This design comes from an exercise in tuning for small area, a short achievable clock period and few clock cycles on the open sky130 flow, not from production work. RTL that was checked went through simulation tests only; none was proved equivalent to the original. Function not checked in runs 1 and 4: the RTL went through the layout flow alone. Power is estimated from default activity; no workload was simulated.

## flow/flow/run.sh

```bash
#!/bin/bash
set -euo pipefail
MARGIN=6.5
bash standard.sh synth > synth.log 2>&1
sed -e "s/SETUP_SLACK_MARGIN=[0-9.]*/SETUP_SLACK_MARGIN=${MARGIN} BUFFER_PORTS_ARGS='-buffer_cell sky130_fd_sc_hd__buf_2'/" standard.sh > layout.sh
bash layout.sh finish > layout.log 2>&1
```

## flow/design.v

```verilog
package rope_pkg;
    typedef logic signed [31:0] fix_t;
    localparam logic [1:0] ALU_ADD = 2'd0;
    localparam logic [1:0] ALU_SUB = 2'd1;
    localparam logic [1:0] ALU_MUL = 2'd2;
    localparam logic CMD_STEP       = 1'b0;
    localparam logic CMD_SET_ANCHOR = 1'b1;
    localparam logic [2:0] ST_IDLE      = 3'd0;
    localparam logic [2:0] ST_VERLET    = 3'd1;
    localparam logic [2:0] ST_CONSTRAIN = 3'd2;
    localparam logic [2:0] ST_REPORT    = 3'd3;
    localparam logic [2:0] ST_DONE      = 3'd4;
endpackage
`timescale 1ns/10ps
module fixed_alu #(
    parameter logic [1:0] OP = rope_pkg::ALU_ADD
) (
    input  logic signed [31:0] a,
    input  logic signed [31:0] b,
    output logic signed [31:0] result
);
    generate
        if (OP == rope_pkg::ALU_MUL) begin : g_mul
            logic signed [63:0] a_wide;
            logic signed [63:0] b_wide;
            logic signed [63:0] product;
            assign a_wide = a;
            assign b_wide = b;
            assign product = a_wide * b_wide;
            assign result = product[47:16];
        end else if (OP == rope_pkg::ALU_SUB) begin : g_sub
            assign result = a - b;
        end else begin : g_add
            assign result = a + b;
        end
    endgenerate
endmodule
`timescale 1ns/10ps
module verlet_node #(
    parameter int node_id = 0
) (
    input  logic                             clk,
    input  logic                             reset,
    input  logic                             verlet_en,
    input  logic                             fix_en,
    input  logic [$clog2(8)-1:0]   fix_sel,
    input  logic signed [31:0]               fix_x,
    input  logic signed [31:0]               fix_y,
    output logic signed [31:0]               pos_x,
    output logic signed [31:0]               pos_y
);
    localparam int                  IDX_W  = $clog2(8);
    localparam logic signed [31:0]  INIT_Y = 32'(32'sh000A_0000 * node_id);
    logic signed [31:0] x;
    logic signed [31:0] y;
    logic signed [31:0] prev_x;
    logic signed [31:0] prev_y;
    logic signed [31:0] x_dbl;
    logic signed [31:0] y_dbl;
    logic signed [31:0] x_next;
    logic signed [31:0] y_verlet;
    logic signed [31:0] y_next;
    logic               selected;
    assign x_dbl = x <<< 1;
    assign y_dbl = y <<< 1;
    fixed_alu #(.OP(rope_pkg::ALU_SUB)) u_x_sub (.a(x_dbl), .b(prev_x), .result(x_next));
    fixed_alu #(.OP(rope_pkg::ALU_SUB)) u_y_sub (.a(y_dbl), .b(prev_y), .result(y_verlet));
    assign y_next = y_verlet + 32'sh0000_4CCC;
    assign selected = fix_en && (fix_sel == IDX_W'(node_id));
    always_ff @(posedge clk) begin
        if (reset) begin
            x      <= 32'sh00C8_0000;
            y      <= INIT_Y;
            prev_x <= 32'sh00C8_0000;
            prev_y <= INIT_Y;
        end else if (verlet_en) begin
            prev_x <= x;
            prev_y <= y;
            x      <= x_next;
            y      <= y_next;
        end else if (selected) begin
            x <= fix_x;
            y <= fix_y;
        end
    end
    assign pos_x = x;
    assign pos_y = y;
endmodule
`timescale 1ns/10ps
module constraint_solver (
    input  logic                                      clk,
    input  logic                                      reset,
    input  logic [8-1:0][31:0]              pos_x,
    input  logic [8-1:0][31:0]              pos_y,
    output logic                                      fix_en,
    output logic [$clog2(8)-1:0]            fix_sel,
    output logic signed [31:0]                        fix_x,
    output logic signed [31:0]                        fix_y,
    input  logic                                      solve_start,
    output logic                                      solve_done,
    input  logic signed [31:0]                        anchor_x,
    input  logic signed [31:0]                        anchor_y
);
    localparam int               IDX_W     = $clog2(8);
    localparam logic [IDX_W-1:0] LAST_NODE = IDX_W'(8 - 1);
    logic               busy;
    logic [IDX_W-1:0]   node_cnt;
    logic signed [31:0] prev_x;
    logic signed [31:0] prev_y;
    logic signed [31:0] dx;
    logic signed [31:0] dy;
    function automatic logic signed [31:0] clamp_axis(input logic signed [31:0] d);
        logic signed [31:0] lim;
        lim = 32'sh000A_0000;
        if (d > lim) begin
            clamp_axis = lim;
        end else if (d < -lim) begin
            clamp_axis = -lim;
        end else begin
            clamp_axis = d;
        end
    endfunction
    fixed_alu #(.OP(rope_pkg::ALU_SUB)) u_dx (.a(pos_x[node_cnt]), .b(prev_x), .result(dx));
    fixed_alu #(.OP(rope_pkg::ALU_SUB)) u_dy (.a(pos_y[node_cnt]), .b(prev_y), .result(dy));
    always_comb begin
        fix_en  = busy;
        fix_sel = node_cnt;
        if (node_cnt == '0) begin
            fix_x = anchor_x;
            fix_y = anchor_y;
        end else begin
            fix_x = prev_x + clamp_axis(dx);
            fix_y = prev_y + clamp_axis(dy);
        end
    end
    assign solve_done = busy && (node_cnt == LAST_NODE);
    always_ff @(posedge clk) begin
        if (reset) begin
            busy     <= 1'b0;
            node_cnt <= '0;
        end else if (busy) begin
            node_cnt <= node_cnt + 1'b1;
            if (node_cnt == LAST_NODE) begin
                busy     <= 1'b0;
                node_cnt <= '0;
            end
        end else if (solve_start) begin
            busy     <= 1'b1;
            node_cnt <= '0;
        end
    end
    always_ff @(posedge clk) begin
        if (busy) begin
            prev_x <= fix_x;
            prev_y <= fix_y;
        end
    end
endmodule
`timescale 1ns/10ps
module sim_controller (
    input  logic                            clk,
    input  logic                            reset,
    input  logic                            cmd_valid,
    input  logic                            cmd_op,
    input  logic signed [31:0]              cmd_x,
    input  logic signed [31:0]              cmd_y,
    output logic                            cmd_credit,
    output logic                            out_valid,
    output logic [$clog2(8)-1:0]  out_node,
    output logic signed [31:0]              out_x,
    output logic signed [31:0]              out_y,
    output logic                            out_last,
    input  logic                            out_credit,
    output logic                            verlet_en,
    input  logic [8-1:0][31:0]    pos_x,
    input  logic [8-1:0][31:0]    pos_y,
    output logic                            solve_start,
    input  logic                            solve_done,
    output logic signed [31:0]              anchor_x,
    output logic signed [31:0]              anchor_y
);
    localparam int               IDX_W     = $clog2(8);
    localparam int               CRD_W     = $clog2(4 + 1);
    localparam logic [IDX_W-1:0] LAST_NODE = IDX_W'(8 - 1);
    logic [2:0]       state;
    logic [IDX_W-1:0] rpt_idx;
    logic [CRD_W-1:0] out_cnt;
    assign verlet_en = (state == rope_pkg::ST_VERLET);
    assign out_valid = (state == rope_pkg::ST_REPORT) && (out_cnt != '0);
    assign out_last  = out_valid && (rpt_idx == LAST_NODE);
    assign out_node  = rpt_idx;
    assign out_x     = pos_x[rpt_idx];
    assign out_y     = pos_y[rpt_idx];
    assign cmd_credit = (state == rope_pkg::ST_DONE);
    always_ff @(posedge clk) begin
        if (reset) begin
            state       <= rope_pkg::ST_IDLE;
            solve_start <= 1'b0;
            rpt_idx     <= '0;
            anchor_x    <= 32'sh00C8_0000;
            anchor_y    <= '0;
        end else begin
            solve_start <= 1'b0;
            case (state)
                rope_pkg::ST_IDLE: begin
                    if (cmd_valid) begin
                        if (cmd_op == rope_pkg::CMD_SET_ANCHOR) begin
                            anchor_x <= cmd_x;
                            anchor_y <= cmd_y;
                            state    <= rope_pkg::ST_DONE;
                        end else begin
                            state <= rope_pkg::ST_VERLET;
                        end
                    end
                end
                rope_pkg::ST_VERLET: begin
                    solve_start <= 1'b1;
                    state       <= rope_pkg::ST_CONSTRAIN;
                end
                rope_pkg::ST_CONSTRAIN: begin
                    if (solve_done) begin
                        rpt_idx <= '0;
                        state   <= rope_pkg::ST_REPORT;
                    end
                end
                rope_pkg::ST_REPORT: begin
                    if (out_valid) begin
                        rpt_idx <= rpt_idx + 1'b1;
                        if (rpt_idx == LAST_NODE) begin
                            state <= rope_pkg::ST_DONE;
                        end
                    end
                end
                rope_pkg::ST_DONE: begin
                    state <= rope_pkg::ST_IDLE;
                end
                default: begin
                    state <= rope_pkg::ST_IDLE;
                end
            endcase
        end
    end
    always_ff @(posedge clk) begin
        if (reset) begin
            out_cnt <= CRD_W'(4);
        end else begin
            case ({out_valid, out_credit})
                2'b10: out_cnt <= out_cnt - 1'b1;
                2'b01: out_cnt <= out_cnt + 1'b1;
                default: out_cnt <= out_cnt;
            endcase
        end
    end
endmodule
`timescale 1ns/10ps
module rope_sim_top (
    input  logic                            clk,
    input  logic                            reset,
    input  logic                            cmd_valid,
    input  logic                            cmd_op,
    input  logic signed [31:0]              cmd_x,
    input  logic signed [31:0]              cmd_y,
    output logic                            cmd_credit,
    output logic                            out_valid,
    output logic [$clog2(8)-1:0]  out_node,
    output logic signed [31:0]              out_x,
    output logic signed [31:0]              out_y,
    output logic                            out_last,
    input  logic                            out_credit
);
    localparam logic [31:0] REST   = 32'sh000A_0000;
    localparam logic [31:0] GRAV   = 32'sh0000_4CCC;
    localparam logic [31:0] BASE_X = 32'sh00C8_0000;
    localparam int          W      = 21;
    logic [2:0]  ph;         
    logic        fresh;      
    logic        act;        
    logic        pend;       
    logic [2:0]  nn;         
    logic        stp_r;      
    logic [2:0]  cc;         
    logic        p0, p1;     
    logic        v_l;        
    logic        l0;         
    logic        l1;         
    logic        v_o;        
    logic        crd_o;      
    logic [2:0]  node_o;     
    logic        last_o;
    logic        issue;
    logic        done7;
    assign issue = (act || stp_r) && (ph == nn) && (cc != 3'd0);
    assign done7 = issue && (nn == 3'd7);
    logic       act_n, stp_n;
    logic [2:0] nn_n, cc_n;
    assign stp_n = cmd_valid && !cmd_op;
    assign nn_n  = issue ? nn + 3'd1 : nn;
    assign cc_n  = cc - {2'b00, issue} + {2'b00, out_credit};
    assign act_n = !act ? stp_r : (done7 ? (pend || stp_r) : 1'b1);
    always_ff @(posedge clk) begin
        if (reset) begin
            ph     <= 3'd6;
            fresh  <= 1'b1;
            act    <= 1'b0;
            pend   <= 1'b0;
            nn     <= '0;
            stp_r  <= 1'b0;
            cc     <= 3'(4);
            p0     <= 1'b0;
            p1     <= 1'b0;
            v_l    <= 1'b0;
            l0     <= 1'b0;
            l1     <= 1'b0;
            v_o    <= 1'b0;
            crd_o  <= 1'b0;
            node_o <= '0;
            last_o <= 1'b0;
        end else begin
            ph     <= ph + 3'd1;
            if (ph == 3'd4) begin
                fresh <= 1'b0;
            end
            stp_r  <= cmd_valid && !cmd_op;
            cc     <= cc_n;
            p0     <= (ph == 3'd7);
            p1     <= (ph == 3'd0);
            v_l    <= issue;
            l0     <= issue && (nn == 3'd0);
            l1     <= issue && (nn == 3'd1);
            v_o    <= v_l;
            node_o <= ph - 3'd1;
            last_o <= v_l && (ph == 3'd0);
            crd_o  <= (cmd_valid && cmd_op) ||
                      ((act_n || stp_n) && (ph + 3'd1 == nn_n) && (nn_n == 3'd0) && (cc_n != 3'd0));
            nn     <= nn_n;
            act    <= act_n;
            if (act && done7) begin
                pend <= 1'b0;
            end else if (act && stp_r) begin
                pend <= 1'b1;
            end
        end
    end
    assign cmd_credit = crd_o;
    logic [31:0] ax, ay;
    always_ff @(posedge clk) begin
        if (reset) begin
            ax <= BASE_X;
            ay <= '0;
        end else if (cmd_valid && cmd_op) begin
            ax <= cmd_x;
            ay <= cmd_y;
        end
    end
    logic [W-1:0] rax [8];
    logic [W-1:0] rbx [8];
    logic [W-1:0] ray [8];
    logic [W-1:0] rby [8];
    logic [2:0]   ph_in;
    logic [W-1:0] x_init, y_init;
    assign ph_in = reset ? 3'd6 : ph + 3'd1;
    always_comb begin
        case (ph_in)
            3'd0:    begin x_init = W'(BASE_X >> W); y_init = W'(REST >> W); end
            3'd1:    begin x_init = BASE_X[W-1:0];   y_init = REST[W-1:0];   end
            default: begin x_init = '0;              y_init = REST[W-1:0];   end
        endcase
    end
    function automatic logic [31:0] ext(input logic uns, input logic [W-1:0] v);
        ext = {{(32-W){v[W-1] && !uns}}, v};
    endfunction
    function automatic logic [31:0] acc3(input logic [31:0] base, input logic [31:0] a,
                                         input logic [31:0] b);
        logic [31:0] a2, nb, s, c;
        a2 = a << 1;
        nb = ~b;
        s  = base ^ a2 ^ nb;
        c  = (base & a2) | (base & nb) | (a2 & nb);
        acc3 = s + {c[30:0], 1'b1};
    endfunction
    logic [31:0] nx, ny;
    logic [31:0] nx_base, ny_base;
    always_comb begin
        if (p0) begin
            nx_base = '0;
            ny_base = '0;
        end else if (p1) begin
            nx_base = {nx[10:0], 21'd0};
            ny_base = {ny[10:0], 21'd0} | GRAV;
        end else begin
            nx_base = nx;
            ny_base = ny;
        end
    end
    always_ff @(posedge clk) begin
        if (issue) begin
            nx <= acc3(nx_base, ext(p1, rax[0]), ext(p1, rbx[0]));
            ny <= acc3(ny_base, ext(p1, ray[0]), ext(p1, rby[0]));
        end
    end
    logic [31:0] fx, fy;
    function automatic logic sgn(input logic [31:0] n, input logic [31:0] f, input logic [31:0] k);
        logic [31:0] s, c, t;
        s = n ^ ~f ^ k;
        c = (n & ~f) | (n & k) | (~f & k);
        t = s + {c[30:0], 1'b1};
        sgn = t[31];
    endfunction
    function automatic logic [1:0] clamp_sel(input logic [31:0] n, input logic [31:0] f);
        logic s0, s1, s2;
        s0 = sgn(n, f, 32'd0);
        s1 = sgn(n, f, 32'd0 - REST - 32'd1);
        s2 = sgn(n, f, REST);
        clamp_sel = {!s0 && !s1, s0 && s2};
    endfunction
    logic [1:0]   sx, sy;
    logic [W-1:0] dx, dy;       
    logic [31:0]  fx_n, fy_n;   
    logic [W-1:0] cx, cy;       
    assign sx = clamp_sel(nx, fx);
    assign sy = clamp_sel(ny, fy);
    assign dx = nx[W-1:0] - fx[W-1:0];
    assign dy = ny[W-1:0] - fy[W-1:0];
    always_comb begin
        fx_n = sx[1] ? fx + REST : (sx[0] ? fx - REST : nx);
        fy_n = sy[1] ? fy + REST : (sy[0] ? fy - REST : ny);
        if (l1) begin
            cx = fx_n[W-1:0];
            cy = fy_n[W-1:0];
        end else begin
            cx = sx[1] ? REST[W-1:0] : (sx[0] ? W'(-REST) : dx);
            cy = sy[1] ? REST[W-1:0] : (sy[0] ? W'(-REST) : dy);
        end
    end
    always_ff @(posedge clk) begin
        if (v_l) begin
            if (l0) begin
                fx <= ax;
                fy <= ay;
            end else begin
                fx <= fx_n;
                fy <= fy_n;
            end
        end
    end
    always_ff @(posedge clk) begin
        for (int k = 1; k < 7; k++) begin
            rax[k] <= rax[k+1];
            ray[k] <= ray[k+1];
            rbx[k] <= rbx[k+1];
            rby[k] <= rby[k+1];
        end
        if (reset || fresh) begin
            rax[0] <= x_init;
            rbx[0] <= x_init;
            ray[0] <= y_init;
            rby[0] <= y_init;
        end else begin
            rax[0] <= rax[1];
            rbx[0] <= rbx[1];
            ray[0] <= ray[1];
            rby[0] <= rby[1];
        end
        rbx[7] <= issue ? rax[0] : rbx[0];
        rby[7] <= issue ? ray[0] : rby[0];
        rax[7] <= rax[0];
        ray[7] <= ray[0];
        if (v_l && !l0) begin
            rax[6] <= cx;
            ray[6] <= cy;
        end
        if (v_l && l1) begin
            rax[5] <= W'(fx_n[31:W]);
            ray[5] <= W'(fy_n[31:W]);
        end
    end
    assign out_valid = v_o;
    assign out_node  = node_o;
    assign out_last  = last_o;
    assign out_x     = fx;
    assign out_y     = fy;
endmodule
```

## flow/constraint.sdc

```tcl
create_clock -name core_clock -period 11.0 [get_ports {clk}]
set_input_delay 2.2000 -clock core_clock [delete_from_list [all_inputs] [get_ports {clk}]]
set_output_delay 2.2000 -clock core_clock [all_outputs]
set_load 0.01 [all_outputs]
```

## flow/config.mk

```make
export PLATFORM = sky130hd
export DESIGN_NAME = rope_sim_top
export DESIGN_NICKNAME = rope_sim_top
export VERILOG_FILES = /design/flow/design.v
export SDC_FILE = /design/flow/constraint.sdc
export NUM_CORES = 4
export LEC_CHECK = 0
export ABC_CLOCK_PERIOD_IN_PS = 4000
export CAP_MARGIN = 20
export CORE_MARGIN = 2
export CORE_UTILIZATION = 55
export SETUP_SLACK_MARGIN = 5
export SLEW_MARGIN = 20
```

## flow/standard.sh

```bash
#!/bin/bash
# synth_recipe.tcl (not shown) runs the flow's synth.tcl, then flattens the netlist and writes it again
# the make line also repeats each setting of config.mk as NAME=value (left out here)
make -C /OpenROAD-flow-scripts/flow DESIGN_CONFIG=/design/flow/config.mk WORK_HOME=/design/flow/orfs CLKGATE_MAP_FILE= SYNTH_SCRIPT=/design/flow/synth_recipe.tcl "${@:-finish}"
```

==> results of run 1 <==
kinds of logic (layout without fill, tap and decap cells):
family / after synthesis / count (layout)
AND/OR/NAND/NOR: 846 / 846
flip-flops: 888 / 888
adder cells (fa/ha/maj): 416 / 416
multiplexers: 93 / 93
buffers and inverters: 478 / 740
AO/OA/AOI/OAI: 681 / 681
XOR/XNOR: 122 / 122
worst register-to-register path, stage by stage (launching register included):
cell and delay (ns):
sky130_fd_sc_hd__edfxtp_1 0.51, sky130_fd_sc_hd__inv_1 0.17, sky130_fd_sc_hd__ha_2 0.27, sky130_fd_sc_hd__inv_1 0.08, sky130_fd_sc_hd__fa_1 0.64, sky130_fd_sc_hd__nand2_1 0.13, sky130_fd_sc_hd__a221oi_1 0.37, sky130_fd_sc_hd__o31ai_1 0.12
sky130_fd_sc_hd__a31oi_1 0.28, sky130_fd_sc_hd__nor2_1 0.12, sky130_fd_sc_hd__a211oi_4 0.38, sky130_fd_sc_hd__nand2_4 0.23, sky130_fd_sc_hd__o221a_2 0.31, sky130_fd_sc_hd__a2bb2oi_2 0.23, sky130_fd_sc_hd__mux2_2 0.30
power breakdown:
part           switching, mW  internal (mW)  total [mW]
Clock                   1.36           1.84        3.20
Sequential            0.0267           3.33        3.36
Combinational          0.229          0.155       0.385
Total                   1.62           5.33        6.94
final timing paths:
| check | end | slack, ns | depth (start not counted) |
|---|---|---|---|
| min | ray[3][7] | 0.29 | 0 |
| max | fx[27] | 6.60 | 14 |
| max reg2reg | fx[27] | 6.60 | 14 |
| min reg2reg | ray[3][7] | 0.29 | 0 |
cell type report:
cell class	count	area share
flip-flops and latches	888	0.442
multi-input cells	2158	0.394
clock buffers	127	0.0623
repair buffers	213	0.0334
inverters	359	0.0312
well taps	873	0.0253
clock inverters	41	0.0119
per-layer routing:
layer | global-route usage | wire [µm]
met3 | 0.0795 | 10200
met1 | 0.445 | 49900
met4 | 0.110 | 3670
met2 | 0.426 | 43800
met5 | 0.00970 | 0
flip-flops by register name, indices dropped and copies added, names as in the netlist, 168 cells and up:
name / flops
rax: 168
ray: 168
rbx: 168
rby: 168
Yosys cell counts (6+ instances only):
| cell | n | area share |
|---|---|---|
| sky130_fd_sc_hd__ha_1 | 312 | 0.10 |
| sky130_fd_sc_hd__o211ai_1 | 14 | 0.0028 |
| sky130_fd_sc_hd__fa_1 | 100 | 0.054 |
| sky130_fd_sc_hd__o31a_1 | 6 | 0.0014 |
| sky130_fd_sc_hd__o221a_2 | 12 | 0.0036 |
| sky130_fd_sc_hd__clkbuf_1 | 97 | 0.0097 |
| sky130_fd_sc_hd__nand2b_1 | 16 | 0.0027 |
| sky130_fd_sc_hd__a2bb2oi_1 | 31 | 0.0073 |
| sky130_fd_sc_hd__or2_2 | 7 | 0.0012 |
| sky130_fd_sc_hd__buf_1 | 9 | 0.00090 |
| sky130_fd_sc_hd__a211o_1 | 6 | 0.0014 |
| sky130_fd_sc_hd__a221oi_1 | 23 | 0.0054 |
| sky130_fd_sc_hd__inv_1 | 357 | 0.036 |
| sky130_fd_sc_hd__and3_1 | 21 | 0.0035 |
| sky130_fd_sc_hd__mux2i_1 | 58 | 0.016 |
| sky130_fd_sc_hd__dfxtp_1 | 760 | 0.41 |
| sky130_fd_sc_hd__or3_1 | 10 | 0.0017 |
| sky130_fd_sc_hd__nand3_1 | 55 | 0.0074 |
| sky130_fd_sc_hd__o21ai_0 | 148 | 0.020 |
| sky130_fd_sc_hd__nand3b_1 | 13 | 0.0026 |
| sky130_fd_sc_hd__and2_1 | 111 | 0.019 |
| sky130_fd_sc_hd__a21oi_1 | 191 | 0.026 |
| sky130_fd_sc_hd__nor2_1 | 138 | 0.014 |
| sky130_fd_sc_hd__o22ai_1 | 16 | 0.0027 |
| sky130_fd_sc_hd__mux2_2 | 35 | 0.011 |
| sky130_fd_sc_hd__o221ai_1 | 8 | 0.0019 |
| sky130_fd_sc_hd__a211oi_1 | 23 | 0.0046 |
| sky130_fd_sc_hd__nand2_1 | 325 | 0.033 |
| sky130_fd_sc_hd__o31ai_1 | 23 | 0.0046 |
| sky130_fd_sc_hd__a21o_1 | 45 | 0.0090 |
| sky130_fd_sc_hd__xnor2_1 | 97 | 0.023 |
| sky130_fd_sc_hd__a311oi_1 | 7 | 0.0016 |
| sky130_fd_sc_hd__buf_2 | 9 | 0.0012 |
| sky130_fd_sc_hd__nor3_1 | 68 | 0.0091 |
| sky130_fd_sc_hd__nor4_1 | 9 | 0.0015 |
| sky130_fd_sc_hd__o21bai_1 | 16 | 0.0032 |
| sky130_fd_sc_hd__nand4_1 | 18 | 0.0030 |
| sky130_fd_sc_hd__xor2_1 | 25 | 0.0059 |
| sky130_fd_sc_hd__o21a_1 | 10 | 0.0020 |
| sky130_fd_sc_hd__a31o_2 | 6 | 0.0014 |
| sky130_fd_sc_hd__a31oi_1 | 44 | 0.0074 |
| sky130_fd_sc_hd__nor2b_1 | 31 | 0.0052 |
| sky130_fd_sc_hd__edfxtp_1 | 128 | 0.10 |
what timing repair did:
action | 4_1_cts | 5_1_grt
buffers inserted | 16 | 36
pin swaps | 5 | 16
gates resized for setup | 62 | 45
gates cloned | 1 | 2
endpoints found under the setup margin | 148 | 112
through the flow:
| stage | power (mW) | worst slack [ns] | cells |
|---|---|---|---|
| after floorplan | 3.67 | 6.62 | 3524 |
| after global placement | 3.77 | 5.73 | 4436 |
| after detailed placement | 3.78 | 5.55 | 4436 |
| after CTS | 6.97 | 6.50 | 4621 |
| after global routing | 7.16 | 6.48 | 4659 |
| final | 6.94 | 6.60 | 4659 |
==> parameters.txt, run 1 <==
Parameter                              Value

STA
  Worst Max-Slew Pin Slew    1.12 ns
  Max-Slew Margin vs Limit    0.256
  Time the worst path needs with I/O delays and setup    4.40 ns
  Setup-violating endpoint count in the final report    0
  Number of endpoints with negative hold slack in the final report    0
  Final period util    0.400
  Final Max Tran Viols    0
  Unrepaired setup endpoints after global routing    false
  Worst clock skew    about 0.048 ns
  Final total negative setup slack    0 ns
  FMAX    about 230 MHz
  Post-Route Hold Slack    just under 0.3 ns

Floorplan
  Area enclosed by the die boundary    70,100 µm²
  Vertical die dimension    roughly 260 µm
  Initial Util    0.556
  Width of the die    roughly 260 µm
  Number of I/O pins    around 140
  Row Count    95
  Area of the core    67,300 µm²

Power
  Leakage    around 18 nW
  Cell Pwr Density    approximately 160 nW/µm²
  Worst voltage drop across the vdd grid    approximately 0.13 mV

Min path
  Class of the tightest hold or removal check    flop to flop
  Startpoint of the lowest-slack hold path    ray[4][7]

Drt
  Average via count per standard cell    between 5 and 6
  Via count    ~27,000
  Number of iterations in the first detailed-routing pass    5
  Average routed wire per standard cell    about 23 µm
  Aggregate routed wire length    108,000 µm
  Detailed router's first-iteration violation count    2,442
  Number of remaining DRC errors    0
  ANT nets after route    0

Global routing
  Via count of the first global-routing pass    26,200
  GRT Resource Usage Total    0.303
  First-pass GRT wire length    approximately 160,000 µm
  GRT Residual Overflow    0
  Largest net degree at the start of global routing    95
  Antenna violations before repair    1

Final layout
  Design area    about 43,000 µm²
  Antenna diode count    0
  NumNets Final    between 4,000 and 5,000
  Layout fillers    around 5,400
  Share of post-route cells with drive strength above 1    0.136
  Most common cell after layout, fill and taps aside    sky130_fd_sc_hd__dfxtp_1
  Synthesis-to-layout area growth    15.4%
  Storage cell area    approximately 19,000 µm²
  Utilization after layout    0.641
  Commonest non-fill, non-tap cells in the layout    755 x sky130_fd_sc_hd__dfxtp_1, 357 x sky130_fd_sc_hd__inv_1, 319 x sky130_fd_sc_hd__nand2_1
  Area of the multi-input gates    roughly 17,000 µm²

Clock tree
  CTS HTree Levels    3
  Clock-pin slew on the worst setup and hold paths    about 0.07 ns
  Later-pin clock latency in the skew report    approximately 0.68 ns
  Cell at the root of the clock tree    sky130_fd_sc_hd__clkbuf_16
  Maximum number of buffers from clock root to sink    3
  TritonCTS clock tree    built
  Cts hold-fix bufs    0
  Clock Sink Count    about 890
  Number of CTS-inserted buffers    90

Outcome
  Outcome  no timing/DRC/antenna violations

Yosys
  Synth warn    5
  Post-synthesis simple-gate area fraction    0.108
  Register area share after synthesis    0.510
  Cell area after synthesis    between 30,000 and 40,000 µm²
  EDFF count, synth    128
  Mean cell area of the mapped netlist    10.6 µm²
  Fraction of the mapped netlist area in compound gates    0.119
  Number of distinct library cell variants in the gate-level netlist after synthesis    78
  Synthesized flop and latch total    around 900
  Share of synthesized cell area in full adder, half adder and majority cells    0.159
  Post-synthesis xor/xnor area fraction    0.0286
  Main combinational cell family by area after synthesis    adder cells
  Top flip-flop cell by instance count after synthesis    sky130_fd_sc_hd__dfxtp_1
  Net count of the mapped netlist    between 4,000 and 5,000
  Post-synthesis async set-or-reset flop share    0
  Post-synthesis cell count    between 3,000 and 4,000
  Post-synthesis mux area share    0.0261

Setup path
  Reg2reg start    fx[17]
  Kind of end point of the critical path    flop
  Worst-path cell chain    inv_1, ha_2, inv_1, fa_1, nand2_1, a221oi_1, o31ai_1, a31oi_1, nor2_1, a211oi_4, nand2_4, o221a_2, a2bb2oi_2, mux2_2
  Crit path largest cell delay    approximately 0.64 ns
  Origin of the worst setup path    fx[17]
  Maximum fanout along the worst path    15
  Worst Path Required    around 11 ns
  CP Data Arrival Time    between 4 and 5 ns
  Cell repeated most along the worst path    sky130_fd_sc_hd__inv_1
  Slowest CP cell    sky130_fd_sc_hd__fa_1
  Buf+Inv Stages, Crit Path    2
  Setup CP Type    flop to flop
  Worst Setup Start Kind    flop
  CP top delay family    compound AO/OA/AOI/OAI gates

Flow run
  Max-cap violations    0

Placement
  Post-detail-place hpwl    roughly 75,000 µm
  Dpl cell area    about 39,000 µm²
  RePlAce Congestion    between 0.9 and 1
  Buffers added on ports    around 140
==> inputs of run 2 (changes only) <==
--- a/flow/design.v
+++ b/flow/design.v
@@ -402,7 +402,19 @@
     function automatic logic sgn(input logic [31:0] n, input logic [31:0] f, input logic [31:0] k);
-        logic [31:0] s, c, t;
+        logic [31:0] s, c, a, b;
+        logic [31:0] g, t;
         s = n ^ ~f ^ k;
         c = (n & ~f) | (n & k) | (~f & k);
-        t = s + {c[30:0], 1'b1};
-        sgn = t[31];
+        a = s;
+        b = {c[30:0], 1'b1};
+        g = a & b;
+        t = a | b;
+        for (int lv = 0; lv < 5; lv++) begin
+            for (int j = 30; j >= 0; j--) begin
+                if (j - (1 << lv) >= 0) begin
+                    g[j] = g[j] | (t[j] & g[j - (1 << lv)]);
+                    t[j] = t[j] & t[j - (1 << lv)];
+                end
+            end
+        end
+        sgn = a[31] ^ b[31] ^ g[30];
     endfunction
--- a/flow/flow/run.sh
+++ b/flow/flow/run.sh
@@ -2,3 +2,3 @@
 set -euo pipefail
-MARGIN=6.5
+MARGIN=7
 bash standard.sh synth > synth.log 2>&1
==> run 2 against run 1 <==
Net effect:
- combinational power increased by 26%
- register-to-register slack improved by 0.30 ns
- critical path type unchanged
- core utilization increased by 5.3 points
- total power decreased by 0.89%
- cell count increased by 1.4%
==> parameters.txt, run 2 <==
Parameter                              Value

Global routing
  Antenna violations before repair    8
  GRT Resource Usage Total    0.333
  Largest net degree at the start of global routing    89
  GRT Residual Overflow    0
  Via count of the first global-routing pass    between 20,000 and 30,000
  First-pass GRT wire length    ~170,000 µm

STA
  FMAX    244 MHz
  Final Max Tran Viols    0
  Unrepaired setup endpoints after global routing    true
  Final total negative setup slack    0 ns
  Post-layout worst setup margin    6.90 ns
  Number of endpoints with negative hold slack in the final report    0
  Worst clock skew    0.0325 ns
  Setup-violating endpoint count in the final report    0
  Worst Max-Slew Pin Slew    roughly 1.1 ns
  Max-Slew Margin vs Limit    0.246
  Post-Route Hold Slack    0.320 ns
  Time the worst path needs with I/O delays and setup    roughly 4 ns
  Final period util    0.372

Yosys
  Mean cell area of the mapped netlist    around 10 µm²
  Share of the synthesized area in the top cell type    0.425
  Synthesized flop and latch total    approximately 900
  Post-synthesis cell count    around 3,500
  Cell area after synthesis    35,800 µm²
  EDFF count, synth    128
  Largest area contributor in the netlist    sky130_fd_sc_hd__dfxtp_1
  Most repeated cell in the gate-level netlist after synthesis    sky130_fd_sc_hd__dfxtp_1
  Top flip-flop cell by instance count after synthesis    sky130_fd_sc_hd__dfxtp_1
  Post-synthesis async set-or-reset flop share    0
  Number of distinct library cell variants in the gate-level netlist after synthesis    88
  Net count of the mapped netlist    roughly 3,800
  Cells taking the most area after synthesis    sky130_fd_sc_hd__dfxtp_1 42%, sky130_fd_sc_hd__edfxtp_1 11%, sky130_fd_sc_hd__ha_1 7.1%
  Most instantiated cells after synthesis    760 x sky130_fd_sc_hd__dfxtp_1, 330 x sky130_fd_sc_hd__nand2_1, 226 x sky130_fd_sc_hd__inv_1, 204 x sky130_fd_sc_hd__ha_1, 193 x sky130_fd_sc_hd__a21oi_1
  Synth warn    5
  Register area share after synthesis    0.532

Drt
  ANT nets after route    0
  Number of iterations in the first detailed-routing pass    6
  Detailed router's first-iteration violation count    3,061
  Wire length on met2    roughly 50,000 µm
  Aggregate routed wire length    approximately 120,000 µm
  Highest routing layer actually used    met4
  Met3 Routed Length    ~12,000 µm
  Via count    between 20,000 and 30,000
  Average routed wire per standard cell    around 24 µm
  Number of remaining DRC errors    0
  Met1 routed wirelength after detailed routing    a little over 50,000 µm
  Average via count per standard cell    5.91

Placement
  Dpl cell area    ~37,000 µm²
  Buffers added on ports    138
  Post-detail-place hpwl    ~76,000 µm
  Cell total after placement    about 4,300
  RePlAce Congestion    just under 1
  Worst setup timing slack at the placement stage    5.57 ns

Floorplan
  Row Count    93
  Width of the die    roughly 260 µm
  Number of I/O pins    approximately 140
  Initial Util    0.556
  Vertical die dimension    about 260 µm
  Area of the core    around 64,000 µm²
  Area enclosed by the die boundary    approximately 67,000 µm²

Final layout
  Synthesis-to-layout area growth    24.9%
  Utilization after layout    0.694
  NumNets Final    slightly above 4,000
  Design area    about 45,000 µm²
  Storage cell area    around 19,000 µm²
  Share of post-route cells with drive strength above 1    0.233
  Layout fillers    roughly 4,700
  Most common cell after layout, fill and taps aside    sky130_fd_sc_hd__dfxtp_1
  Final non-filler cell total    4,725
  Area of the multi-input gates    between 15,000 and 20,000 µm²
  Commonest non-fill, non-tap cells in the layout    755 x sky130_fd_sc_hd__dfxtp_1, 326 x sky130_fd_sc_hd__nand2_1, 208 x sky130_fd_sc_hd__buf_4

Power
  Clock network fraction of total power    0.441
  Switching fraction of total power    0.232
  Sequential cell fraction of total power    0.489
  Combinational power share    0.071
  Worst voltage drop across the vdd grid    0.144 mV
  Internal power consumption    around 5.3 mW
  Tot Pwr    just under 7 mW
  Net switching power of the design    about 1.6 mW
  Leakage    18.0 nW
  Cell Pwr Density    154 nW/µm²

Clock tree
  CTS HTree Levels    3
  Cell at the root of the clock tree    sky130_fd_sc_hd__clkbuf_16
  Clock-pin slew on the worst setup and hold paths    0.07 ns
  Maximum number of buffers from clock root to sink    3
  Number of CTS-inserted buffers    87
  Later-pin clock latency in the skew report    about 0.64 ns
  Cts hold-fix bufs    0
  TritonCTS clock tree    built
  Clock Sink Count    ~900

Outcome
  Outcome  no timing/DRC/antenna violations

Flow run
  Max-cap violations    0

Setup path
  Maximum fanout along the worst path    6
  Setup CP Type    flop to flop
  Worst Path Required    ~11 ns
  CP Data Arrival Time    between 4 and 5 ns
  Kind of end point of the critical path    flop
  Worst Setup Start Kind    flop

Min path
  Class of the tightest hold or removal check    flop to flop
-- run 2: changes by cell type after synthesis, sizes merged, moves of 19 or more --
cell     delta
inv       -131
ha        -108
nor2       +54
o21ai      +49
fa         -35
xnor2      -26
nor3       +25
a2bb2oi    -22
or3        +19
-- run 2: area by class of cell --
| cell class | instances | share of cell area |
|---|---|---|
| sequential | 888 | 0.426 |
| tap | 855 | 0.0239 |
| inverter | 226 | 0.0190 |
| timing repair buffer | 395 | 0.0719 |
| clock buffer | 130 | 0.0599 |
| clock inverter | 27 | 0.00618 |
| multi-input combinational | 2201 | 0.393 |
| antenna | 3 | 0.000168 |
-- run 2: worst paths after layout --
kind              from   endpoint  slack, ns  cells after the start
max              nx[6]     fx[20]       6.90                     14
max reg2reg      nx[6]     fx[20]       6.90                     14
min          rby[7][9]  rby[6][9]       0.32                      0
min reg2reg  rby[7][9]  rby[6][9]       0.32                      0
-- run 2: power by group through the flow --
stage / combinational, mW / clock [mW] / sequential (mW)
floorplan: 0.253 / 0 / 3.42
global placement: 0.350 / 0 / 3.44
detailed placement: 0.355 / 0 / 3.44
CTS: 0.416 / 3.07 / 3.36
global route: 0.521 / 3.21 / 3.36
finish: 0.485 / 3.03 / 3.36
-- run 2: routing by layer --
metal  GRT usage  vias up
li1            -    12700
met1       0.486    13600
met2       0.492     1345
met3      0.0788      223
met4      0.0948        0
met5           0        -
-- run 2: logic make-up after synthesis --
group / count (synthesis) / synth area share
AOI/OAI and AO/OA: 785 / 0.142
buffers and inverters: 373 / 0.0412
xor gates and xnor gates: 102 / 0.0249
DFF: 888 / 0.532
adders and majority gates: 274 / 0.109
muxes: 81 / 0.0240
and+or+nand+nor: 959 / 0.127
-- run 2: repair_timing --
item | CTS | global route
resized for setup | 214 | 293
pin swaps | 42 | 135
buffers inserted | 125 | 99
gates cloned | 8 | 3
setup endpoints to repair | 163 | 145
-- run 2: critical path: stages, from the launching register on --
cell                       delay (ns)
sky130_fd_sc_hd__edfxtp_1        0.46
sky130_fd_sc_hd__ha_4            0.30
sky130_fd_sc_hd__o211ai_1        0.17
sky130_fd_sc_hd__nand3_1         0.14
sky130_fd_sc_hd__o311a_1         0.43
sky130_fd_sc_hd__a221oi_2        0.26
sky130_fd_sc_hd__o31a_1          0.34
sky130_fd_sc_hd__mux2_4          0.37
sky130_fd_sc_hd__nor3_4          0.22
sky130_fd_sc_hd__buf_12          0.14
sky130_fd_sc_hd__nand2b_4        0.21
sky130_fd_sc_hd__buf_12          0.19
sky130_fd_sc_hd__o21ai_1         0.06
sky130_fd_sc_hd__or2_1           0.24
sky130_fd_sc_hd__mux2_2          0.27
Testbench counts of run 2, summed over its fixed seeds: cycles 12,976.
==> inputs of run 3 (changes only) <==
--- a/flow/flow/run.sh
+++ b/flow/flow/run.sh
@@ -2,3 +2,3 @@
 set -euo pipefail
-MARGIN=7
+MARGIN=6.5
 bash standard.sh synth > synth.log 2>&1
==> run 3 against run 2 <==
Net effect:
- register-to-register slack worse by 0.31 ns
- area after synthesis is the same
- highest routed layer unchanged
- combinational power down 21%
- first-iteration DRC count rose by 1.2%
- critical endpoint is now ray[5][7]
- count of clock-buffer cells in the layout shrank 4
- total power shrank 2.1%
==> parameters.txt, run 3 <==
Parameter                              Value

Outcome
  Outcome  no timing/DRC/antenna violations

Setup path
  Setup CP Type    flop to flop
  Reg2Reg Setup Slack    ~6.6 ns
  Reg2reg start    fy[1]
  Origin of the worst setup path    fy[1]
  Reg-to-Reg End    ray[5][7]
  Worst Path Required    approximately 11 ns
  Maximum fanout along the worst path    37
  Worst Setup Start Kind    flop
  Kind of end point of the critical path    flop
  CP Data Arrival Time    approximately 5 ns
  Last element of the critical path    ray[5][7]
  Register-to-Register Path Depth    15

Yosys
  Net count of the mapped netlist    between 3,000 and 4,000
  Main combinational cell family by area after synthesis    compound AO/OA/AOI/OAI gates
  Number of distinct library cell variants in the gate-level netlist after synthesis    ~90
  Most instantiated cells after synthesis    760 x sky130_fd_sc_hd__dfxtp_1, 330 x sky130_fd_sc_hd__nand2_1, 226 x sky130_fd_sc_hd__inv_1, 204 x sky130_fd_sc_hd__ha_1, 193 x sky130_fd_sc_hd__a21oi_1
  Cells taking the most area after synthesis    sky130_fd_sc_hd__dfxtp_1 42%, sky130_fd_sc_hd__edfxtp_1 11%, sky130_fd_sc_hd__ha_1 7.1%
  Largest area contributor in the netlist    sky130_fd_sc_hd__dfxtp_1
  Post-synthesis async set-or-reset flop share    0
  Fraction of the mapped netlist area in compound gates    0.142
  Post-synthesis cell count    approximately 3,500
  Post-synthesis simple-gate area fraction    0.127
  Post-synthesis xor/xnor area fraction    0.0249
  Top flip-flop cell by instance count after synthesis    sky130_fd_sc_hd__dfxtp_1
  Synth warn    5
  Post-synthesis mux area share    0.0240
  Share of the synthesized area in the top cell type    0.425
  Mean cell area of the mapped netlist    around 10 µm²
  EDFF count, synth    about 130
  Cell area after synthesis    roughly 36,000 µm²
  Synthesized flop and latch total    just under 900
  Most repeated cell in the gate-level netlist after synthesis    sky130_fd_sc_hd__dfxtp_1
  Share of synthesized cell area in full adder, half adder and majority cells    0.109
  Register area share after synthesis    0.532

Global routing
  Antenna violations before repair    12
  Via count of the first global-routing pass    ~26,000
  Largest net degree at the start of global routing    89
  GRT Residual Overflow    0
  First-pass GRT wire length    between 150,000 and 200,000 µm
  GRT Resource Usage Total    0.317

Clock tree
  Cts hold-fix bufs    0
  CTS HTree Levels    3
  TritonCTS clock tree    built
  Clock-pin slew on the worst setup and hold paths    approximately 0.060 ns
  Clock Sink Count    approximately 890
  Later-pin clock latency in the skew report    approximately 0.64 ns
  Cell at the root of the clock tree    sky130_fd_sc_hd__clkbuf_16
  Number of CTS-inserted buffers    87
  Maximum number of buffers from clock root to sink    3

Drt
  Number of remaining DRC errors    0
  Met1 routed wirelength after detailed routing    roughly 50,000 µm
  Met3 Routed Length    between 9000 and 10,000 µm
  Wire length on met2    between 40,000 and 50,000 µm
  Aggregate routed wire length    between 100,000 and 150,000 µm
  Number of iterations in the first detailed-routing pass    6
  Average via count per standard cell    5.89
  Via count    26,700
  Detailed router's first-iteration violation count    ~3,100
  Average routed wire per standard cell    ~24 µm
  Highest routing layer actually used    met4
  ANT nets after route    0

STA
  Final period util    0.400
  Max-Slew Margin vs Limit    0.224
  Worst Max-Slew Pin Slew    about 1.2 ns
  Post-Route Hold Slack    0.314 ns
  Setup-violating endpoint count in the final report    0
  Number of endpoints with negative hold slack in the final report    0
  Final Max Tran Viols    0
  Worst clock skew    around 0.027 ns
  Final total negative setup slack    0 ns
  Unrepaired setup endpoints after global routing    false
  Post-layout worst setup margin    around 6.6 ns
  Time the worst path needs with I/O delays and setup    approximately 4.4 ns
  FMAX    roughly 230 MHz

Placement
  Cell total after placement    ~4,300
  RePlAce Congestion    around 0.94
  Worst setup timing slack at the placement stage    roughly 5.7 ns
  Post-detail-place hpwl    ~75,000 µm
  Buffers added on ports    between 100 and 150

Final layout
  Area of the multi-input gates    between 15,000 and 20,000 µm²
  Share of post-route cells with drive strength above 1    0.127
  Final non-filler cell total    around 4,500
  Layout fillers    roughly 5,200
  NumNets Final    around 4,000
  Commonest non-fill, non-tap cells in the layout    755 x sky130_fd_sc_hd__dfxtp_1, 328 x sky130_fd_sc_hd__nand2_1, 226 x sky130_fd_sc_hd__inv_1
  Synthesis-to-layout area growth    14.0%
  Storage cell area    ~19,000 µm²
  Most common cell after layout, fill and taps aside    sky130_fd_sc_hd__dfxtp_1

Power
  Clock network fraction of total power    0.444
  Net switching power of the design    1.57 mW
  Sequential cell fraction of total power    0.499
  Combinational power share    0.057
  Worst voltage drop across the vdd grid    0.124 mV
  Tot Pwr    between 6 and 7 mW
  Switching fraction of total power    0.234
  Leakage    between 15 and 20 nW
  Internal power consumption    5.16 mW
  Cell Pwr Density    ~170 nW/µm²

Floorplan
  Area of the core    64,500 µm²
  Row Count    slightly above 90
  Number of I/O pins    between 100 and 150
  Width of the die    259 µm
  Vertical die dimension    between 200 and 300 µm
  Initial Util    0.556
  Area enclosed by the die boundary    approximately 67,000 µm²

Min path
  Class of the tightest hold or removal check    flop to flop

Flow run
  Max-cap violations    0
[run 3: cell counts after synthesis]
Identical to the previous run, type by type.
[run 3: how the worst min path moves through the flow]
stage	startpoint	end	slack, ns	cells past startpoint
floorplan	rax[2][0]	rax[1][0]	0.31	0
global placement	ray[3][14]	ray[2][14]	0.31	0
detailed placement	rbx[2][1]	rbx[1][1]	0.31	0
CTS	rby[4][19]	rby[3][19]	0.31	0
global route	rby[5][7]	rby[4][7]	0.32	0
finish	ray[5][7]	ray[4][7]	0.31	0
[run 3: power groups by stage]
| stage | combinational (mW) | clock (mW) | sequential (mW) |
|---|---|---|---|
| 3_3_place_gp | 0.348 | 0 | 3.44 |
| 6_report | 0.385 | 2.99 | 3.36 |
| 4_1_cts | 0.365 | 3.03 | 3.36 |
| 5_1_grt | 0.419 | 3.16 | 3.37 |
| 2_1_floorplan | 0.251 | 0 | 3.42 |
| 3_5_place_dp | 0.352 | 0 | 3.44 |
[run 3: final cells by class]
| cell class | instances | area share |
|---|---|---|
| Antenna cell | 2 | 0.000123 |
| Clock buffer | 126 | 0.0627 |
| Clock inverter | 35 | 0.00828 |
| Inverter | 226 | 0.0208 |
| Multi-Input combinational cell | 2202 | 0.384 |
| Sequential cell | 888 | 0.467 |
| Tap cell | 855 | 0.0262 |
| Timing Repair Buffer | 196 | 0.0306 |
[run 3: critical path: stages (launching register included)]
cell	delay (ns)
sky130_fd_sc_hd__edfxtp_1	0.47
sky130_fd_sc_hd__inv_1	0.12
sky130_fd_sc_hd__ha_1	0.35
sky130_fd_sc_hd__maj3_1	0.38
sky130_fd_sc_hd__o221a_2	0.26
sky130_fd_sc_hd__o21ai_2	0.24
sky130_fd_sc_hd__a21o_1	0.21
sky130_fd_sc_hd__a211oi_4	0.10
sky130_fd_sc_hd__o21a_1	0.20
sky130_fd_sc_hd__or3_1	0.43
sky130_fd_sc_hd__mux2i_4	0.27
sky130_fd_sc_hd__buf_12	0.21
sky130_fd_sc_hd__or2_4	0.17
sky130_fd_sc_hd__buf_12	0.23
sky130_fd_sc_hd__o211ai_1	0.15
sky130_fd_sc_hd__o31ai_1	0.45
[run 3: per-stage QoR]
stage	util	cell area, µm²
floorplan	-	35800
global placement	0.577	37200
detailed placement	0.577	37200
CTS	0.628	40500
global route	0.633	40800
finish	0.633	40800
[run 3: cells by family after synthesis]
logic type               Yosys count
buffers and inverters            373
XOR/XNOR                         102
multiplexers                      81
adder cells (fa/ha/maj)          274
flip-flops                       888
AND/OR/NAND/NOR                  959
AO/OA/AOI/OAI                    785
[run 3: what timing repair did]
item,4_1_cts,5_1_grt
setup endpoints to repair,138,84
pin swaps,4,8
gates cloned,2,1
gates resized for setup,43,48
setup buffers,19,18
[run 3: per-layer routing]
metal | global-route usage | up-vias
met5 | 0 | -
li1 | - | 12300
met4 | 0.0739 | 0
met1 | 0.482 | 13100
met3 | 0.0632 | 152
met2 | 0.464 | 1128
==> inputs of run 4 (changes only) <==
--- a/flow/design.v
+++ b/flow/design.v
@@ -371,2 +371,16 @@
     endfunction
+    function automatic logic [31:0] add32(input logic [31:0] a, input logic [31:0] b);
+        logic [31:0] g, t;
+        g = a & b;
+        t = a | b;
+        for (int lv = 0; lv < 5; lv++) begin
+            for (int j = 31; j >= 0; j--) begin
+                if (j - (1 << lv) >= 0) begin
+                    g[j] = g[j] | (t[j] & g[j - (1 << lv)]);
+                    t[j] = t[j] & t[j - (1 << lv)];
+                end
+            end
+        end
+        add32 = a ^ b ^ {g[30:0], 1'b0};
+    endfunction
     function automatic logic [31:0] acc3(input logic [31:0] base, input logic [31:0] a,
@@ -378,3 +392,3 @@
         c  = (base & a2) | (base & nb) | (a2 & nb);
-        acc3 = s + {c[30:0], 1'b1};
+        acc3 = add32(s, {c[30:0], 1'b1});
     endfunction
==> run 4 against run 3 <==
Net effect:
- wire length down 2.4%
- clock skew up 0.025 ns
- register-to-register slack barely moved
- flip-flop and latch count did not move
- via count decreased by 0.26%
- non-clock buffer count increased by 7
- sequential power barely moved
- sequential share of layout area fell by 1.4 points
- fmax fell by 0.10%
- critical path depth decreased by 1
==> parameters.txt, run 4 <==
Parameter                              Value

Final layout
  Final non-filler cell total    4,761
  NumNets Final    between 4,000 and 5,000
  Antenna diode count    0
  Commonest non-fill, non-tap cells in the layout    755 x sky130_fd_sc_hd__dfxtp_1, 356 x sky130_fd_sc_hd__nand2_1, 349 x sky130_fd_sc_hd__inv_1
  Most common cell after layout, fill and taps aside    sky130_fd_sc_hd__dfxtp_1
  Synthesis-to-layout area growth    14.0%
  Design area    between 40,000 and 50,000 µm²
  Share of post-route cells with drive strength above 1    0.130

Setup path
  Slowest CP cell    sky130_fd_sc_hd__edfxtp_1
  Maximum fanout along the worst path    10
  Worst Path Required    approximately 12 ns
  CP Data Arrival Time    around 5 ns
  Kind of end point of the critical path    flop
  Worst Setup Start Kind    flop
  Crit path largest cell delay    approximately 0.55 ns
  Setup CP Type    flop to flop
  Worst-path cell chain    inv_1, ha_1, a222oi_1, nand3_1, a221oi_4, o2111ai_1, or3_1, mux2i_2, a2111o_2, nor2b_4, nand2_2, o21ai_0, a21oi_1, nor2_1
  Buf+Inv Stages, Crit Path    1
  CP top delay family    compound AO/OA/AOI/OAI gates

Floorplan
  Width of the die    approximately 260 µm
  Vertical die dimension    between 200 and 300 µm
  Number of I/O pins    around 140
  Area enclosed by the die boundary    just under 70,000 µm²
  Initial Util    0.553
  Row Count    95
  Area of the core    about 67,000 µm²

Yosys
  Most repeated cell in the gate-level netlist after synthesis    sky130_fd_sc_hd__dfxtp_1
  Synth warn    5
  Most instantiated cells after synthesis    760 x sky130_fd_sc_hd__dfxtp_1, 360 x sky130_fd_sc_hd__nand2_1, 352 x sky130_fd_sc_hd__inv_1, 254 x sky130_fd_sc_hd__ha_1, 226 x sky130_fd_sc_hd__nor2_1
  Post-synthesis cell count    3,664
  Post-synthesis async set-or-reset flop share    0
  Register area share after synthesis    0.516
  Cell area after synthesis    37,000 µm²
  Synthesized flop and latch total    between 800 and 900
  Mean cell area of the mapped netlist    10.1 µm²
  Top flip-flop cell by instance count after synthesis    sky130_fd_sc_hd__dfxtp_1
  Number of distinct library cell variants in the gate-level netlist after synthesis    87
  Share of the synthesized area in the top cell type    0.412
  Cells taking the most area after synthesis    sky130_fd_sc_hd__dfxtp_1 41%, sky130_fd_sc_hd__edfxtp_1 10%, sky130_fd_sc_hd__ha_1 8.6%
  Largest area contributor in the netlist    sky130_fd_sc_hd__dfxtp_1
  Net count of the mapped netlist    between 4,000 and 5,000
  EDFF count, synth    ~130

Drt
  Via count    around 27,000
  Average routed wire per standard cell    between 20 and 25 µm
  Number of iterations in the first detailed-routing pass    6
  Number of remaining DRC errors    0
  Aggregate routed wire length    105,000 µm
  Average via count per standard cell    approximately 5.6
  ANT nets after route    0
  Detailed router's first-iteration violation count    1,963

Outcome
  Outcome  no timing/DRC/antenna violations

Placement
  Cell total after placement    approximately 4,500
  Buffers added on ports    approximately 140
  Post-detail-place hpwl    around 75,000 µm
  Dpl cell area    around 38,000 µm²
  RePlAce Congestion    around 0.97

Clock tree
  Clock-pin slew on the worst setup and hold paths    around 0.06 ns
  Cell at the root of the clock tree    sky130_fd_sc_hd__clkbuf_16
  Number of CTS-inserted buffers    87
  CTS HTree Levels    3
  Maximum number of buffers from clock root to sink    3
  Later-pin clock latency in the skew report    0.66 ns
  TritonCTS clock tree    built
  Clock Sink Count    just under 900

STA
  Worst clock skew    ~0.052 ns
  Number of endpoints with negative hold slack in the final report    0
  Final period util    0.401
  Final Max Tran Viols    0
  Time the worst path needs with I/O delays and setup    ~4.4 ns
  Max-Slew Margin vs Limit    0.258
  Post-Route Hold Slack    0.290 ns
  FMAX    ~230 MHz
  Unrepaired setup endpoints after global routing    true
  Setup-violating endpoint count in the final report    0
  Final total negative setup slack    0 ns
  Worst Max-Slew Pin Slew    ~1.1 ns

Global routing
  First-pass GRT wire length    about 160,000 µm
  Antenna violations before repair    0
  GRT Residual Overflow    0
  Via count of the first global-routing pass    approximately 26,000
  Largest net degree at the start of global routing    between 70 and 80
  GRT Resource Usage Total    0.296

Power
  Internal power consumption    5.25 mW
  Combinational power share    0.056
  Clock network fraction of total power    0.450
  Net switching power of the design    ~1.6 mW
  Switching fraction of total power    0.228
  Leakage    around 18 nW
  Cell Pwr Density    between 150 and 200 nW/µm²
  Worst voltage drop across the vdd grid    ~0.18 mV
  Sequential cell fraction of total power    0.494

Flow run
  Max-cap violations    0

Min path
  Class of the tightest hold or removal check    flop to flop
[run 4: cell count changes after synthesis, moves of 16 or more]
cell and delta:
sky130_fd_sc_hd__a31oi_1 -20, sky130_fd_sc_hd__inv_1 +126, sky130_fd_sc_hd__ha_1 +50, sky130_fd_sc_hd__nor2_1 +34
sky130_fd_sc_hd__a21oi_1 +26, sky130_fd_sc_hd__o21bai_1 +19, sky130_fd_sc_hd__o31ai_1 -16, sky130_fd_sc_hd__nand2_1 +30
sky130_fd_sc_hd__a21o_1 -39, sky130_fd_sc_hd__nand3_1 -31
[run 4: kinds of logic after synthesis]
family                     share of synthesized area
buffers and inverters                         0.0532
adders and majority gates                      0.125
AOI/OAI and AO/OA                              0.124
muxes                                         0.0283
and+or+nand+nor                                0.125
xor gates and xnor gates                      0.0284
DFF                                            0.516
[run 4: per-layer routing]
metal,up-vias,track usage,wire length (µm),share of wire
li1,12700,-,-,-
met2,807,0.521,51900,0.49
met3,230,0.0412,5400,0.051
met4,0,0.150,5790,0.055
met1,12900,0.354,42300,0.40
met5,-,0,0,0
[run 4: cell type report]
type,count,area [µm²]
Timing Repair inverter,1,5.00
Sequential cell,888,19100
Fill cell,5445,24700
Multi-Input combinational cell,2281,16300
Clock inverter,36,465
Clock buffer,125,2540
Timing Repair Buffer,203,1320
Inverter,354,1330
Tap cell,873,1090
[run 4: what timing repair did]
| action | in CTS | in global routing |
|---|---|---|
| cloned | 5 | 5 |
| hold buffers | 0 | 0 |
| gates resized for setup | 31 | 45 |
| setup buffers | 13 | 29 |
| pin swaps | 4 | 18 |
| endpoints found under the setup margin | 133 | 110 |
[run 4: worst paths after layout]
check | depth (start not counted) | endpoint | startpoint | slack (ns)
max | 14 | rax[6][9] | fx[23] | 6.59
min | 0 | rax[3][20] | rax[4][20] | 0.29
max reg2reg | 14 | rax[6][9] | fx[23] | 6.59
min reg2reg | 0 | rax[3][20] | rax[4][20] | 0.29
[run 4: power by group through the flow]
stage                     clock, mW  combinational [mW]  sequential (mW)
after floorplan                   0               0.256             3.42
after global placement            0               0.344             3.43
after detailed placement          0               0.351             3.43
after CTS                      3.11               0.363             3.36
after global routing           3.23               0.422             3.36
final                          3.06               0.383             3.36
[run 4: metrics by stage]
step	power (mW)	util	setup slack, ns
after floorplan	3.67	-	6.58
after global placement	3.77	0.573	5.60
after detailed placement	3.78	0.573	5.44
after CTS	6.83	0.623	6.51
after global routing	7.01	0.630	6.43
final	6.80	0.630	6.59
==> inputs of run 5 (changes only) <==
--- a/flow/design.v
+++ b/flow/design.v
@@ -282,2 +282,3 @@
     logic        p0, p1;     
+    logic        q01;        
     logic        v_l;        
@@ -310,2 +311,3 @@
             p1     <= 1'b0;
+            q01    <= 1'b0;
             v_l    <= 1'b0;
@@ -319,3 +321,3 @@
             ph     <= ph + 3'd1;
-            if (ph == 3'd4) begin
+            if (ph == 3'd5) begin
                 fresh <= 1'b0;
@@ -326,2 +328,3 @@
             p1     <= (ph == 3'd0);
+            q01    <= (ph == 3'd6) || (ph == 3'd7);
             v_l    <= issue;
@@ -360,3 +363,3 @@
     logic [W-1:0] x_init, y_init;
-    assign ph_in = reset ? 3'd6 : ph + 3'd1;
+    assign ph_in = reset ? 3'd7 : ph + 3'd2;
     always_comb begin
@@ -368,28 +371,14 @@
     end
-    function automatic logic [31:0] ext(input logic uns, input logic [W-1:0] v);
-        ext = {{(32-W){v[W-1] && !uns}}, v};
-    endfunction
-    function automatic logic [31:0] add32(input logic [31:0] a, input logic [31:0] b);
-        logic [31:0] g, t;
-        g = a & b;
-        t = a | b;
-        for (int lv = 0; lv < 5; lv++) begin
-            for (int j = 31; j >= 0; j--) begin
-                if (j - (1 << lv) >= 0) begin
-                    g[j] = g[j] | (t[j] & g[j - (1 << lv)]);
-                    t[j] = t[j] & t[j - (1 << lv)];
-                end
-            end
-        end
-        add32 = a ^ b ^ {g[30:0], 1'b0};
-    endfunction
-    function automatic logic [31:0] acc3(input logic [31:0] base, input logic [31:0] a,
-                                         input logic [31:0] b);
-        logic [31:0] a2, nb, s, c;
-        a2 = a << 1;
-        nb = ~b;
-        s  = base ^ a2 ^ nb;
-        c  = (base & a2) | (base & nb) | (a2 & nb);
-        acc3 = add32(s, {c[30:0], 1'b1});
+    function automatic logic [22:0] twice_less(input logic uns, input logic [W-1:0] a,
+                                               input logic [W-1:0] b);
+        logic [22:0] a2, nb;
+        a2 = {a[W-1] && !uns, a, 1'b0};
+        nb = ~{{2{b[W-1] && !uns}}, b};
+        twice_less = a2 + nb + 23'd1;
     endfunction
+    logic [22:0] tx, ty;
+    always_ff @(posedge clk) begin
+        tx <= twice_less(q01, rax[1], rbx[1]);
+        ty <= twice_less(q01, ray[1], rby[1]);
+    end
     logic [31:0] nx, ny;
@@ -410,4 +399,4 @@
         if (issue) begin
-            nx <= acc3(nx_base, ext(p1, rax[0]), ext(p1, rbx[0]));
-            ny <= acc3(ny_base, ext(p1, ray[0]), ext(p1, rby[0]));
+            nx <= nx_base + {{9{tx[22]}}, tx};
+            ny <= ny_base + {{9{ty[22]}}, ty};
         end
@@ -472,3 +461,3 @@
     always_ff @(posedge clk) begin
-        for (int k = 1; k < 7; k++) begin
+        for (int k = 2; k < 7; k++) begin
             rax[k] <= rax[k+1];
@@ -479,12 +468,16 @@
         if (reset || fresh) begin
-            rax[0] <= x_init;
-            rbx[0] <= x_init;
-            ray[0] <= y_init;
-            rby[0] <= y_init;
+            rax[1] <= x_init;
+            rbx[1] <= x_init;
+            ray[1] <= y_init;
+            rby[1] <= y_init;
         end else begin
-            rax[0] <= rax[1];
-            rbx[0] <= rbx[1];
-            ray[0] <= ray[1];
-            rby[0] <= rby[1];
-        end
+            rax[1] <= rax[2];
+            rbx[1] <= rbx[2];
+            ray[1] <= ray[2];
+            rby[1] <= rby[2];
+        end
+        rax[0] <= rax[1];
+        rbx[0] <= rbx[1];
+        ray[0] <= ray[1];
+        rby[0] <= rby[1];
         rbx[7] <= issue ? rax[0] : rbx[0];
--- a/flow/flow/run.sh
+++ b/flow/flow/run.sh
@@ -2,3 +2,3 @@
 set -euo pipefail
-MARGIN=6.5
+MARGIN=7.25
 bash standard.sh synth > synth.log 2>&1
==> run 5 against run 4 <==
Net effect:
- still clean
- non-clock buffer count rose by 164
- global-route usage rose by 2.9 points
- cell count rose by 5.9%
- die area rose by 2.3%
- largest power group unchanged
- synthesized cell count rose by 3.2%
- critical path type unchanged
- total power rose by 10%
- combinational power rose by 92%
- fmax rose by 15%
- count of clock-buffer cells in the layout fell by 7
- first-iteration DRC count rose by 52%
==> parameters.txt, run 5 <==
Parameter                              Value

Yosys
  Cells taking the most area after synthesis    sky130_fd_sc_hd__dfxtp_1 43%, sky130_fd_sc_hd__edfxtp_1 10%, sky130_fd_sc_hd__ha_1 8.2%
  Register area share after synthesis    0.527
  Most instantiated cells after synthesis    804 x sky130_fd_sc_hd__dfxtp_1, 443 x sky130_fd_sc_hd__nand2_1, 248 x sky130_fd_sc_hd__ha_1, 240 x sky130_fd_sc_hd__inv_1, 237 x sky130_fd_sc_hd__a21oi_1
  Top flip-flop cell by instance count after synthesis    sky130_fd_sc_hd__dfxtp_1
  Synth warn    5
  EDFF count, synth    ~130
  Post-synthesis cell count    approximately 3,800
  Net count of the mapped netlist    between 4,000 and 5,000
  Number of distinct library cell variants in the gate-level netlist after synthesis    between 90 and 100
  Mean cell area of the mapped netlist    between 10 and 15 µm²
  Synthesized flop and latch total    between 900 and 1,000
  Post-synthesis async set-or-reset flop share    0
  Largest area contributor in the netlist    sky130_fd_sc_hd__dfxtp_1
  Cell area after synthesis    37,800 µm²
  Share of the synthesized area in the top cell type    0.426
  Most repeated cell in the gate-level netlist after synthesis    sky130_fd_sc_hd__dfxtp_1

Setup path
  Worst Setup Start Kind    flop
  Register-to-Register Path Depth    16
  Kind of end point of the critical path    flop
  Origin of the worst setup path    nx[24]
  Reg-to-Reg End    rax[5][7]
  Buf+Inv Stages, Crit Path    6
  Slowest CP cell    sky130_fd_sc_hd__edfxtp_1
  Reg2reg start    nx[24]
  Cell depth of the worst setup path    16
  Worst Path Required    11.54 ns
  Setup CP Type    flop to flop
  CP Data Arrival Time    between 4 and 5 ns
  CP top delay family    compound AO/OA/AOI/OAI gates
  Maximum fanout along the worst path    6
  Crit path largest cell delay    between 0.5 and 0.6 ns
  Last element of the critical path    rax[5][7]
  Cell repeated most along the worst path    sky130_fd_sc_hd__buf_4
  Worst-path cell chain    ha_4, a222oi_1, buf_4, nand3_2, nor4_2, o21a_1, nor4_4, xnor2_1, buf_4, buf_6, a22oi_4, buf_12, buf_16, a22oi_2, buf_4, mux2_4
  Reg2Reg Setup Slack    around 7.2 ns

Floorplan
  Width of the die    around 270 µm
  Area of the core    between 60,000 and 70,000 µm²
  Vertical die dimension    266 µm
  Area enclosed by the die boundary    70,900 µm²
  Number of I/O pins    around 140
  Row Count    between 90 and 100
  Initial Util    0.553

STA
  Final total negative setup slack    0 ns
  Time the worst path needs with I/O delays and setup    3.84 ns
  Worst clock skew    0.0512 ns
  Final Max Tran Viols    0
  Post-layout worst setup margin    approximately 7 ns
  FMAX    261 MHz
  Worst Max-Slew Pin Slew    approximately 1.1 ns
  Number of endpoints with negative hold slack in the final report    0
  Final period util    0.349
  Unrepaired setup endpoints after global routing    true
  Setup-violating endpoint count in the final report    0
  Max-Slew Margin vs Limit    0.280

Clock tree
  TritonCTS clock tree    built
  CTS HTree Levels    3
  Number of CTS-inserted buffers    90
  Later-pin clock latency in the skew report    between 0.6 and 0.7 ns
  Maximum number of buffers from clock root to sink    3
  Clock-pin slew on the worst setup and hold paths    ~0.06 ns
  Clock Sink Count    about 930
  Cell at the root of the clock tree    sky130_fd_sc_hd__clkbuf_16

Drt
  Average via count per standard cell    roughly 6.0
  Number of iterations in the first detailed-routing pass    6
  Number of remaining DRC errors    0
  ANT nets after route    0
  Via count    30,100
  Average routed wire per standard cell    ~24 µm
  Aggregate routed wire length    122,000 µm
  Detailed router's first-iteration violation count    ~3,000

Min path
  Worst Hold Depth    0
  Class of the tightest hold or removal check    flop to flop

Global routing
  GRT Resource Usage Total    0.325
  Largest net degree at the start of global routing    83
  Antenna violations before repair    3
  First-pass GRT wire length    174,000 µm
  Via count of the first global-routing pass    between 20,000 and 30,000
  GRT Residual Overflow    0

Power
  Cell Pwr Density    165 nW/µm²
  Leakage    19.1 nW
  Worst voltage drop across the vdd grid    between 0.1 and 0.15 mV

Final layout
  Most common cell after layout, fill and taps aside    sky130_fd_sc_hd__dfxtp_1
  Leading registers by flop count    rax x168, ray x168
  NumNets Final    ~4,400
  Synthesis-to-layout area growth    20.4%
  Share of post-route cells with drive strength above 1    0.196
  Commonest non-fill, non-tap cells in the layout    799 x sky130_fd_sc_hd__dfxtp_1, 433 x sky130_fd_sc_hd__nand2_1, 228 x sky130_fd_sc_hd__nor2_1

Placement
  RePlAce Congestion    around 1
  Worst setup timing slack at the placement stage    5.54 ns
  Buffers added on ports    between 100 and 150
  Post-detail-place hpwl    ~81,000 µm

Flow run
  Max-cap violations    0

Outcome
  Outcome  no timing/DRC/antenna violations
[run 5: where the power goes]
part / total [mW] / switching (mW) / internal, mW
sequential: 3.62 / 0.0621 / 3.56
clock: 3.13 / 1.40 / 1.73
combinational: 0.736 / 0.430 / 0.306
total: 7.50 / 1.90 / 5.60
[run 5: worst reg2reg max path: stages, from the launching register on]
cell and delay (ns):
sky130_fd_sc_hd__edfxtp_1 0.51, sky130_fd_sc_hd__ha_4 0.31, sky130_fd_sc_hd__a222oi_1 0.45, sky130_fd_sc_hd__buf_4 0.19, sky130_fd_sc_hd__nand3_2 0.14, sky130_fd_sc_hd__nor4_2 0.21
sky130_fd_sc_hd__o21a_1 0.23, sky130_fd_sc_hd__nor4_4 0.07, sky130_fd_sc_hd__xnor2_1 0.17, sky130_fd_sc_hd__buf_4 0.17, sky130_fd_sc_hd__buf_6 0.12, sky130_fd_sc_hd__a22oi_4 0.26
sky130_fd_sc_hd__buf_12 0.17, sky130_fd_sc_hd__buf_16 0.16, sky130_fd_sc_hd__a22oi_2 0.12, sky130_fd_sc_hd__buf_4 0.18, sky130_fd_sc_hd__mux2_4 0.29
[run 5: area by class of cell]
class,instances,area [µm²]
multi-input combinational,2454,17700
clock inverter,46,541
sequential,932,20000
fill,5323,22800
inverter,242,936
tap,882,1100
antenna,2,5.00
timing repair buffer,367,2750
clock buffer,118,2520
[run 5: worst min-delay path by stage]
stage / startpoint / endpoint / slack, ns
floorplan: rax[3][0] / rax[2][0] / 0.31
global placement: rbx[5][12] / rbx[4][12] / 0.31
detailed placement: rbx[7][14] / rbx[6][14] / 0.31
CTS: rby[7][20] / rby[6][20] / 0.29
global route: rby[7][20] / rby[6][20] / 0.30
finish: rby[7][20] / rby[6][20] / 0.30
[run 5: logic make-up (layout without fill, tap and decap cells)]
group	Yosys count	in the layout	synth area share
flip-flops	932	932	0.527
AO/OA/AOI/OAI	836	836	0.150
other	0	2	0
buffers and inverters	400	773	0.0434
AND/OR/NAND/NOR	1145	1151	0.141
adder cells (fa/ha/maj)	263	263	0.0879
multiplexers	63	63	0.0174
XOR/XNOR	141	141	0.0329
[run 5: what timing repair did]
item / in CTS / in global routing
gates cloned: 4 / 9
resized for setup: 123 / 200
setup buffers: 75 / 127
hold endpoints to repair: 0 / 0
hold buffers: 0 / 0
pin swaps: 28 / 90
setup endpoints to repair: 170 / 138
[run 5: metrics by stage]
step / area [µm²] / hold slack (ns) / total power [mW] / cells / util
2_1_floorplan: 37800 / 0.310 / 4.14 / 3780 / -
3_3_place_gp: 39100 / 0.310 / 4.33 / 4661 / 0.572
3_5_place_dp: 39100 / 0.312 / 4.34 / 4662 / 0.572
4_1_cts: 43400 / 0.292 / 7.48 / 4905 / 0.635
5_1_grt: 45500 / 0.297 / 7.74 / 5041 / 0.666
6_report: 45500 / 0.298 / 7.50 / 5043 / 0.666
[run 5: layer usage]
metal | part of all wire | track usage | vias to the layer above | wire length, µm
li1 | - | - | 13800 | -
met1 | 0.46 | 0.484 | 14800 | 55900
met2 | 0.43 | 0.488 | 1360 | 52600
met3 | 0.081 | 0.0532 | 207 | 9880
met4 | 0.026 | 0.0870 | 0 | 3170
met5 | 0 | 0 | - | 0
Testbench counts of run 5, summed over its fixed seeds: cycles 12,976.

[separate check: timing with driven ports]
The results above use ideal ports. As a check the final layouts listed here were re-extracted and re-timed, cells and wires unchanged.
Step 1: set_driving_cell puts a clkbuf_16 on clk and a buf_2 on each other input, an assumption about the parent block.
Step 2 times the ports against the registers' clock, not the clock port: input delays grow and output delays shrink by t, the midpoint of the rising clock arrivals with the driver on.
Three values: no drivers, after step 1, after step 2; two values: the first two.
run	t, ns	setup WS [ns]
run 1	0.722	6.599 / 6.599 / 6.491
run 2	0.697	6.903 / 6.903 / 6.903
run 3	0.695	6.598 / 6.598 / 6.598
run 4	0.706	6.593 / 6.593 / 6.593
run 5	0.728	7.163 / 7.163 / 6.993
After both steps every run listed still meets setup and hold.
